This design comes from an exercise in tuning for small area on the open sky130 flow, not from production work.
Only simulation tests tie the RTL to the original design; equivalence was not proved.
The clock port is modelled as an ideal driver; clocking choices that lean on that would not hold on a real chip.

<file path="design.v">
package flanger_pkg;
  typedef struct packed {
    logic signed [15:0] left;
    logic signed [15:0] right;
  } sample_t;
  typedef enum logic [2:0] {
    IDLE,
    READ,
    OUT_REQ,
    SWAP,
    OUT_DONE,
    IN_ACK
  } ctrl_state_t;
endpackage
`timescale 1ns/1ps
module flanger_ctrl (
  input  logic clk,
  input  logic n_rst,
  input  logic in_req,
  input  logic out_ack,
  input  logic slot_end,
  input  logic at_tap,
  input  logic tap_reg,
  input  logic at_swap,
  output logic in_ack,
  output logic out_req,
  output logic rd_en,
  output logic swap,
  output logic stall
);
  flanger_pkg::ctrl_state_t state;
  flanger_pkg::ctrl_state_t next_state;
  assign rd_en = (state == flanger_pkg::READ) && (tap_reg || at_tap);
  assign swap  = (state == flanger_pkg::SWAP) && at_swap;
  assign stall = swap && slot_end;
  always_ff @(posedge clk, negedge n_rst) begin
    if (!n_rst) begin
      state <= flanger_pkg::IDLE;
    end else begin
      state <= next_state;
    end
  end
  always_comb begin
    next_state = state;
    case (state)
      flanger_pkg::IDLE: begin
        if (in_req && slot_end) begin
          next_state = flanger_pkg::READ;
        end
      end
      flanger_pkg::READ: begin
        if (rd_en && slot_end) begin
          next_state = flanger_pkg::OUT_REQ;
        end
      end
      flanger_pkg::OUT_REQ: begin
        if (out_ack && slot_end) begin
          next_state = flanger_pkg::SWAP;
        end
      end
      flanger_pkg::SWAP: begin
        if (stall) begin
          next_state = flanger_pkg::OUT_DONE;
        end
      end
      flanger_pkg::OUT_DONE: begin
        if (!out_ack) begin
          next_state = flanger_pkg::IN_ACK;
        end
      end
      flanger_pkg::IN_ACK: begin
        if (!in_req) begin
          next_state = flanger_pkg::IDLE;
        end
      end
      default: begin
        next_state = flanger_pkg::IDLE;
      end
    endcase
  end
  assign out_req = (state == flanger_pkg::OUT_REQ);
  assign in_ack  = (state == flanger_pkg::IN_ACK);
endmodule
`timescale 1ns/1ps
module sweep_addr_gen (
  input  logic               clk,
  input  logic               n_rst,
  input  logic               stall,
  output logic [3-1:0]  dig,
  output logic               slot_end,
  output logic               at_tap,
  output logic               tap_reg,
  output logic               at_swap,
  output logic               no_wet
);
  localparam int STEP_W = $clog2(8);
  localparam logic [5:0] L0  = 6'b000101;
  localparam logic [5:0] L1  = 6'b001011;
  localparam logic [5:0] L36 = 6'b000000;    
  localparam logic [5:0] L38 = 6'b000011;    
  function automatic logic [5:0] step(input logic [5:0] x);
    step = {x[4:0], ~(x[5] ^ x[4])};
  endfunction
  function automatic logic [5:0] unstep(input logic [5:0] x);
    unstep = {~(x[0] ^ x[5]), x[5:1]};
  endfunction
  logic [5:0]        pos;
  logic [5:0]        tap;
  logic [STEP_W-1:0] step_cnt;
  logic              dir_dn;
  logic              at_end;
  logic              turn_dn;
  assign slot_end = (dig == 3'(8 - 1));
  assign tap_reg  = (tap == L0);
  assign at_tap   = (pos == tap);
  assign at_swap  = (pos == L1);
  assign no_wet   = !dir_dn && (tap == L36) && !step_cnt[STEP_W-1];
  always_ff @(posedge clk, negedge n_rst) begin
    if (!n_rst) begin
      dig <= '0;
      pos <= L36;
    end else begin
      dig <= dig + 1'b1;
      if (slot_end && !stall) begin
        pos <= (pos == L38) ? L0 : step(pos);
      end
    end
  end
  assign at_end  = dir_dn ? (tap == L36) : tap_reg;
  assign turn_dn = dir_dn ^ at_end;
  always_ff @(posedge clk, negedge n_rst) begin
    if (!n_rst) begin
      step_cnt <= '0;
      tap      <= L36;
      dir_dn   <= 1'b0;
    end else if (stall) begin
      step_cnt <= step_cnt + 1'b1;
      if (step_cnt == STEP_W'(8 - 1)) begin
        tap    <= turn_dn ? step(tap) : unstep(tap);
        dir_dn <= turn_dn;
      end
    end
  end
endmodule
`timescale 1ns/1ps
module delay_line_ram (
  input  logic                clk,
  input  logic                wr_en,
  input  logic [4-1:0]   wr_digit,
  output logic [4-1:0]   rd_digit
);
  localparam int STAGES = (40 - 1) * 8;
  logic [4-1:0] ring [0:STAGES-1];
  always_ff @(posedge clk) begin
    ring[0] <= wr_en ? wr_digit : ring[STAGES-1];
    for (int i = 1; i < STAGES; i++) begin
      ring[i] <= ring[i-1];
    end
  end
  assign rd_digit = ring[STAGES-1];
endmodule
`timescale 1ns/1ps
module flanger_mixer (
  input  logic                 clk,
  input  logic                 rd_en,
  input  logic                 swap,
  input  logic                 wet_reg,
  input  logic [3-1:0]    dig,
  input  logic                 flanger_en,
  input  logic                 no_wet,
  input  logic [4-1:0]    dry,
  input  logic [4-1:0]    ring_digit,
  output flanger_pkg::sample_t mix_out
);
  logic [4-1:0] fr [0:8-1];
  logic [4-1:0] wet;
  logic [4-1:0] b;
  logic [4-1:0] fr_in;
  logic              first_dig;
  logic              last_dig;
  logic              cy_r;
  logic              cy_l;
  assign wet = wet_reg ? fr[8-1] : ring_digit;
  assign b = flanger_en ? (no_wet ? '0 : wet) : dry;
  assign first_dig = (dig == '0);
  assign last_dig  = (dig == 3'(8 - 1));
  logic c0_r, s0_r, c1_r, s1_r, x_r;
  logic c0_l, s0_l, c1_l, s1_l, x_l;
  always_comb begin
    {c0_r, s0_r} = dry[0] + b[0] + (cy_r & !first_dig);
    {c1_r, s1_r} = dry[1] + b[1] + c0_r;
    {c0_l, s0_l} = dry[2] + b[2] + (cy_l & !first_dig);
    {c1_l, s1_l} = dry[3] + b[3] + c0_l;
    x_r = dry[1] ^ b[1] ^ c1_r;
    x_l = dry[3] ^ b[3] ^ c1_l;
  end
  assign fr_in = swap ? ring_digit : {s1_l, s0_l, s1_r, s0_r};
  always_ff @(posedge clk) begin
    if (rd_en) begin
      cy_r <= last_dig ? x_r : c1_r;
      cy_l <= last_dig ? x_l : c1_l;
    end
    if (swap || rd_en) begin
      fr[0] <= fr_in;
      for (int i = 1; i < 8; i++) begin
        fr[i] <= fr[i-1];
      end
    end
  end
  always_comb begin
    for (int k = 0; k < 8; k++) begin
      mix_out.right[2*k] = fr[8-1-k][1];
      mix_out.left[2*k]  = fr[8-1-k][3];
    end
    for (int k = 0; k < 8-1; k++) begin
      mix_out.right[2*k+1] = fr[8-2-k][0];
      mix_out.left[2*k+1]  = fr[8-2-k][2];
    end
    mix_out.right[15] = cy_r;
    mix_out.left[15]  = cy_l;
  end
endmodule
`timescale 1ns/1ps
module flanger_top (
  input  logic                 clk,
  input  logic                 n_rst,
  input  logic                 flanger_en,
  input  logic                 in_req,
  input  logic                 out_ack,
  input  flanger_pkg::sample_t in_data,
  output logic                 in_ack,
  output logic                 out_req,
  output flanger_pkg::sample_t out_data
);
  logic                rd_en;
  logic                swap;
  logic                stall;
  logic                slot_end;
  logic                at_tap;
  logic                tap_reg;
  logic                at_swap;
  logic                no_wet;
  logic [3-1:0]   dig;
  logic [4-1:0]   in_digit;
  logic [4-1:0]   rd_digit;
  assign in_digit = {in_data.left[2*dig+1], in_data.left[2*dig],
                     in_data.right[2*dig+1], in_data.right[2*dig]};
  flanger_ctrl u_ctrl (
    .clk      (clk),
    .n_rst    (n_rst),
    .in_req   (in_req),
    .out_ack  (out_ack),
    .slot_end (slot_end),
    .at_tap   (at_tap),
    .tap_reg  (tap_reg),
    .at_swap  (at_swap),
    .in_ack   (in_ack),
    .out_req  (out_req),
    .rd_en    (rd_en),
    .swap     (swap),
    .stall    (stall)
  );
  sweep_addr_gen u_addr (
    .clk      (clk),
    .n_rst    (n_rst),
    .stall    (stall),
    .dig      (dig),
    .slot_end (slot_end),
    .at_tap   (at_tap),
    .tap_reg  (tap_reg),
    .at_swap  (at_swap),
    .no_wet   (no_wet)
  );
  delay_line_ram u_ram (
    .clk      (clk),
    .wr_en    (swap),
    .wr_digit (in_digit),
    .rd_digit (rd_digit)
  );
  flanger_mixer u_mixer (
    .clk        (clk),
    .rd_en      (rd_en),
    .swap       (swap),
    .wet_reg    (tap_reg),
    .dig        (dig),
    .flanger_en (flanger_en),
    .no_wet     (no_wet),
    .dry        (in_digit),
    .ring_digit (rd_digit),
    .mix_out    (out_data)
  );
endmodule
</file>
<file path="flow/run.sh">
#!/bin/bash
# Standard layout (standard.sh, unchanged synthesis) with these changes:
# - after floorplanning, the combinational logic is re-mapped for area
#   (restructure.tcl);
# - the clock tree has fewer, larger leaf clusters driven by buf_12 (about
#   the drive of clkbuf_16 at less area), no dummy loads, and after CTS a
#   leaf buffer with an unusually slow clock edge is upsized (upsize.tcl);
# - each port gets the smallest buffer.
# ORFS writes each step's full log under orfs/logs; make's own output goes
# to standard.log.
set -e
export POST_FLOORPLAN_TCL="$PWD/flow/restructure.tcl"
export POST_CTS_TCL="$PWD/flow/upsize.tcl"
export CTS_ARGS="-sink_clustering_enable -repair_clock_nets -sink_clustering_size 34 -sink_clustering_max_diameter 100 -buf_list sky130_fd_sc_hd__buf_12 -root_buf sky130_fd_sc_hd__buf_12 -sink_buffer_max_cap_derate 1.0 -dont_use_dummy_load"
export BUFFER_PORTS_ARGS="-buffer_cell sky130_fd_sc_hd__buf_1"
bash standard.sh > standard.log 2>&1
</file>
<file path="flow/upsize.tcl">
# Run after CTS: a leaf clock buffer whose flip-flop clock pins would see a
# slow edge (an unusually spread-out cluster) is replaced by a stronger one,
# then the placement is legalised again.
set limit 0.128
estimate_parasitics -placement
set n 0
foreach inst [get_cells clkbuf_leaf_*] {
  set out [get_pins -of_objects $inst -filter "direction == output"]
  set worst 0
  foreach pin [get_pins -of_objects [get_nets -of_objects $out] -filter "direction == input"] {
    set s [get_property $pin slew_max]
    if {$s > $worst} { set worst $s }
  }
  if {$worst > $limit} {
    puts "upsize.tcl: [get_full_name $inst] worst clock pin slew $worst"
    replace_cell $inst sky130_fd_sc_hd__clkbuf_16
    incr n
  }
}
puts "upsize.tcl: upsized $n leaf clock buffers"
if {$n > 0} {
  detailed_placement
  check_placement -verbose
}
</file>
<file path="constraint.sdc">
create_clock -name core_clock -period 6.0 [get_ports {clk}]
set_input_delay 1.2000 -clock core_clock [delete_from_list [all_inputs] [get_ports {clk}]]
set_output_delay 1.2000 -clock core_clock [all_outputs]
set_load 0.01 [all_outputs]
</file>
<file path="config.mk">
export PLATFORM = sky130hd
export DESIGN_NAME = flanger_top
export DESIGN_NICKNAME = flanger_top
export VERILOG_FILES = /design/flow/design.v
export SDC_FILE = /design/flow/constraint.sdc
export NUM_CORES = 4
export LEC_CHECK = 0
export CAP_MARGIN = 20
export CORE_MARGIN = 2
export CORE_UTILIZATION = 40
export PLACE_DENSITY = 0.6
export SLEW_MARGIN = 20
</file>
<file path="flow/restructure.tcl">
# Run after floorplanning: re-map the combinational logic for area with
# OpenROAD's restructure (ABC). Registers and their names are left alone.
# restructure reads a liberty file directly and ignores set_dont_use, so it
# gets a copy of the platform's library without the don't-use cells.
proc write_lib_without {src dst patterns} {
  set in [open $src r]
  set out [open $dst w]
  set skip 0
  set depth 0
  while {[gets $in line] >= 0} {
    if {!$skip && [regexp {^\s*cell\s*\(\s*"?([A-Za-z0-9_]+)"?\s*\)} $line -> name]} {
      foreach p $patterns {
        if {[string match $p $name]} {
          set skip 1
          set depth 0
          break
        }
      }
    }
    if {$skip} {
      incr depth [expr {[regexp -all {\{} $line] - [regexp -all {\}} $line]}]
      if {$depth <= 0 && [string first "\}" $line] >= 0} {
        set skip 0
      }
      continue
    }
    puts $out $line
  }
  close $in
  close $out
}

set rmp_dir $::env(RESULTS_DIR)/rmp
file mkdir $rmp_dir
set lib $rmp_dir/restructure.lib
write_lib_without $::env(PLATFORM_DIR)/lib/sky130_fd_sc_hd__tt_025C_1v80.lib $lib $::env(DONT_USE_CELLS)
restructure -target area -liberty_file $lib \
  -tielo_port sky130_fd_sc_hd__conb_1/LO -tiehi_port sky130_fd_sc_hd__conb_1/HI \
  -work_dir $rmp_dir
report_design_area
</file>
<file path="standard.sh">
#!/bin/bash
# synth_recipe.tcl (not shown) runs the flow's synth.tcl, then flattens the netlist and writes it again
# the make line also repeats each setting of config.mk as NAME=value (left out here)
make -C /OpenROAD-flow-scripts/flow DESIGN_CONFIG=/design/flow/config.mk WORK_HOME=/design/flow/orfs CLKGATE_MAP_FILE= SYNTH_SCRIPT=/design/flow/synth_recipe.tcl "${@:-finish}"
</file>
==> results.txt <==
[placed cells by master (no fill, tap or decap), drive strengths merged, types with 2 or more instances in the layout]
cell type,n
o22a,8
edfxtp,34
o31a,2
o21a,5
buf,114
o22ai,35
nor2,16
o21ai,13
nand4,2
clkinv,34
a31oi,2
a221oi,11
o32ai,2
dfxtp,1248
or2,5
nand2,8
a22oi,2
nor4,2
o32a,2
nor3,5
xnor2,2
o2bb2ai,2
a21oi,10
dfrtp,22
a22o,2
[per-stage QoR]
stage	hold WS (ns)	setup slack [ns]
2_1_floorplan	0.310	1.81
3_3_place_gp	0.312	2.29
3_5_place_dp	0.312	2.37
5_1_grt	0.283	1.92
6_report	0.286	2.26
[per-layer routing]
metal	global-route usage, %	routed length [um]
met1	12.3	15900
met2	11.4	11200
met3	2.05	1500
met4	3.11	878
met5	0	0
[Yosys cell counts (all sizes together) (4+ instances only)]
cell / number / area share [%]
o21ai: 14 / 0.29
edfxtp: 34 / 3.6
ha: 7 / 0.31
nor2: 5 / 0.13
mux4: 8 / 0.64
a21oi: 5 / 0.089
a22oi: 4 / 0.11
buf: 12 / 0.31
mux2: 11 / 0.44
nand2: 25 / 0.36
mux2i: 6 / 0.21
fa: 6 / 0.43
dfxtp: 1248 / 89
dfrtp: 22 / 2.0
o22ai: 4 / 0.089
xor2: 4 / 0.13
inv: 17 / 0.23
[critical path, delay by kind of cell (launching register included)]
kind                   cells  cell delay [ns]
buffers and inverters      3             1.19
DFF                        1             0.73
and+or+nand+nor            5             1.34
AOI/OAI and AO/OA          2             0.37
[power by group through the flow]
stage               Combinational, mW  Sequential, mW  Clock (mW)
floorplan                      0.0220            8.88           0
global placement               0.0825            8.97           0
detailed placement             0.0884            8.97           0
global route                   0.0983            8.79        3.85
finish                         0.0890            8.77        3.42
[how the worst max path moves through the flow]
stage / depth (start not counted) / end / from
finish: 10 / u_addr.tap[5]$_DFFE_PN0P_ / u_addr.dig[1]$_DFF_PN0_
global route: 10 / u_addr.tap[5]$_DFFE_PN0P_ / u_addr.dig[1]$_DFF_PN0_
detailed placement: 5 / u_mixer.fr[6][2]$_DFFE_PP_ / u_ctrl.state[0]$_DFFE_PN0P_
global placement: 5 / u_mixer.fr[5][3]$_DFFE_PP_ / u_ctrl.state[0]$_DFFE_PN0P_
floorplan: 7 / u_mixer.fr[0][0]$_DFFE_PP_ / u_addr.tap[4]$_DFFE_PN0P_
[cell families (layout without fill, tap and decap cells)]
group | after synthesis | after routing | synth area share, %
xor+xnor | 7 | 2 | 0.219
fa+ha+maj | 13 | 0 | 0.741
simple gates | 55 | 40 | 1.19
buf+inv | 32 | 149 | 0.580
mux | 25 | 0 | 1.30
compound gates | 46 | 98 | 1.21
flops | 1304 | 1304 | 94.8
[final cells by class]
| class | instances | area, um2 |
|---|---|---|
| Inverter | 34 | 128 |
| Fill cell | 6016 | 39800 |
| Tap cell | 940 | 1180 |
| Timing Repair Buffer | 71 | 270 |
| Sequential cell | 1304 | 26600 |
| Multi-Input combinational cell | 140 | 877 |
| Clock buffer | 44 | 886 |
==> impl_metrics.tcl <==
set metrics [dict create \
    status "finished clean" \
    synth_cell_types 57 \
    nets 1632 \
    start_util_pct 40.2 \
    power.leakage_nw 11.4 \
    fin_area_um2 29900 \
    swShare_pct 19.1 \
    dieHeight_um 269 \
    hold_path_end "u_ram.ring[150][2]$_DFF_P_" \
    r2r_slack_ns 2.26 \
    first_pass_iters 5 \
    hold_path_class "reg -> reg" \
    critical_path.cell_chain "clkinv_1, nor2_1, nand2_1, clkinv_1, and3_1, nand2_1, nor2_1, clkinv_1, a31oi_1, o22ai_1" \
    antenna_found_initial 0 \
    power.internal_mw 9.94 \
    worstReg2RegStart "u_addr.dig[1]$_DFF_PN0_" \
    worstSetupPathType "reg -> reg" \
    setup_viol 0 \
    fin_crit_ns 3.74 \
    grt.total_usage_pct 8.20 \
    vias 9700 \
    p_comb_share_pct 0.7 \
    port_buffers 70 \
    reg_top3 "u_ram.ring x1248, u_mixer.fr x32" \
    stdcell_count 2533 \
    first_iter_violations 541 \
    synth_edf_count 34 \
    routedWlPerCell_um 11.6 \
    area_delta_synth_final_pct 6.68 \
    ir_drop_mv 0.171 \
    postRouteAntennaNets 0 \
    crit_top_cell "clkinv_1" \
    num_rows 97 \
    clk-insertion-delay-late_ns 0.57 \
    grt.overflow.total 0 \
    ys_seq_area_share_pct 94.8 \
    async_flop_share_pct 1.69 \
    crit_path_end_kind "flop" \
    min_from "u_ram.ring[149][2]$_DFF_P_" \
    synth_seq_cells 1304 \
    path_clk_slew_ns 0.12 \
    synth_cells 1482 \
    cp-start-kind "flop" \
    rr_endpoint "u_addr.tap[5]$_DFFE_PN0P_" \
    netlist_area_um2 28000 \
    finalMaxSlewViolations 0 \
    synthFlopType "dfxtp_1" \
    dp_hpwl_mm 15.5 \
    power.share.clock_pct 27.8 \
    finalHoldViolCount 0 \
    n_antenna_cell 0 \
    dpl.cell_count 2489 \
    drv_cap 0 \
    syn-num-nets 1532 \
    grt_pass1_vias 9656 \
    grt_max_degree 35 \
    slowest_stage "dfrtp_1" \
    post-route-util_pct 42.9 \
    period_share_pct 62.4 \
    critPathMaxFanout 19 \
    clkSinkCount 1304 \
    rsz0062_at_grt "false" \
    seq_power_share_pct 71.4 \
    ys_warn_count 6 \
    cts_tree "built" \
    critPathRequiredTime_ns 6.44 \
    timing.setup.tns_ns 0 \
    arrival_ns 4.18 \
    gp_congestion 0.784 \
    slew-limit-headroom_pct 27.4 \
    min_path_cells 0 \
    avgSynthCellArea_um2 18.9 \
    grt_pass1_wl_mm 48.8 \
    vias_per_cell 3.83 \
    coreArea_um2 69700 \
    drc 0 \
    top_register "u_ram.ring" \
    largest_reg_flops 1248 \
    fmax_ghz 0.267 \
    p_total_mw 12.3 \
    final_layout_size_suffix_gt1_share_pct 2.89 \
    r2r_cells 10 \
    die_x_um 269 \
    power.switching_mw 2.35 \
    critPathMaxStageDelay_ns 0.73 \
    cellPowerDensity_nw_per_um2 411 \
    dieArea_um2 72200 \
    wirelength_mm 29.5 \
    ios 71 \
    tightest_slew_ns 1.08 \
    skew_ns 0.0466 \
    post_dp_cell_area_um2 29000 \
]

-- afterwards: timing with drivers on the ports --
How much do the figures lean on ideal ports? The routed layout below was timed once more, with nothing changed but the port constraints. Step 1 sets driving cells, clkbuf_16 on the clock port and buf_2 on the other inputs (assumed; they add their load-dependent delay and slew). Step 2 moves the port delays by t, midway between the first and last clock arrival at a register: inputs arrive t later, outputs are due t later. That takes back most of the time a late clock gives input paths. Slacks: no drivers / after step 1 / after step 2; pairs: no drivers / after step 1.
shift t [ns]: 0.589
slack for setup (ns): 2.258 / 2.258 / 2.258
worst slew at a driven data input, ns: 0.07
cell pins on the clock port's net: 1
After both steps this run still meets setup and hold. For this run, drivers alone change the setup slack by 0.000 ns; drivers and shift together by 0.000 ns.
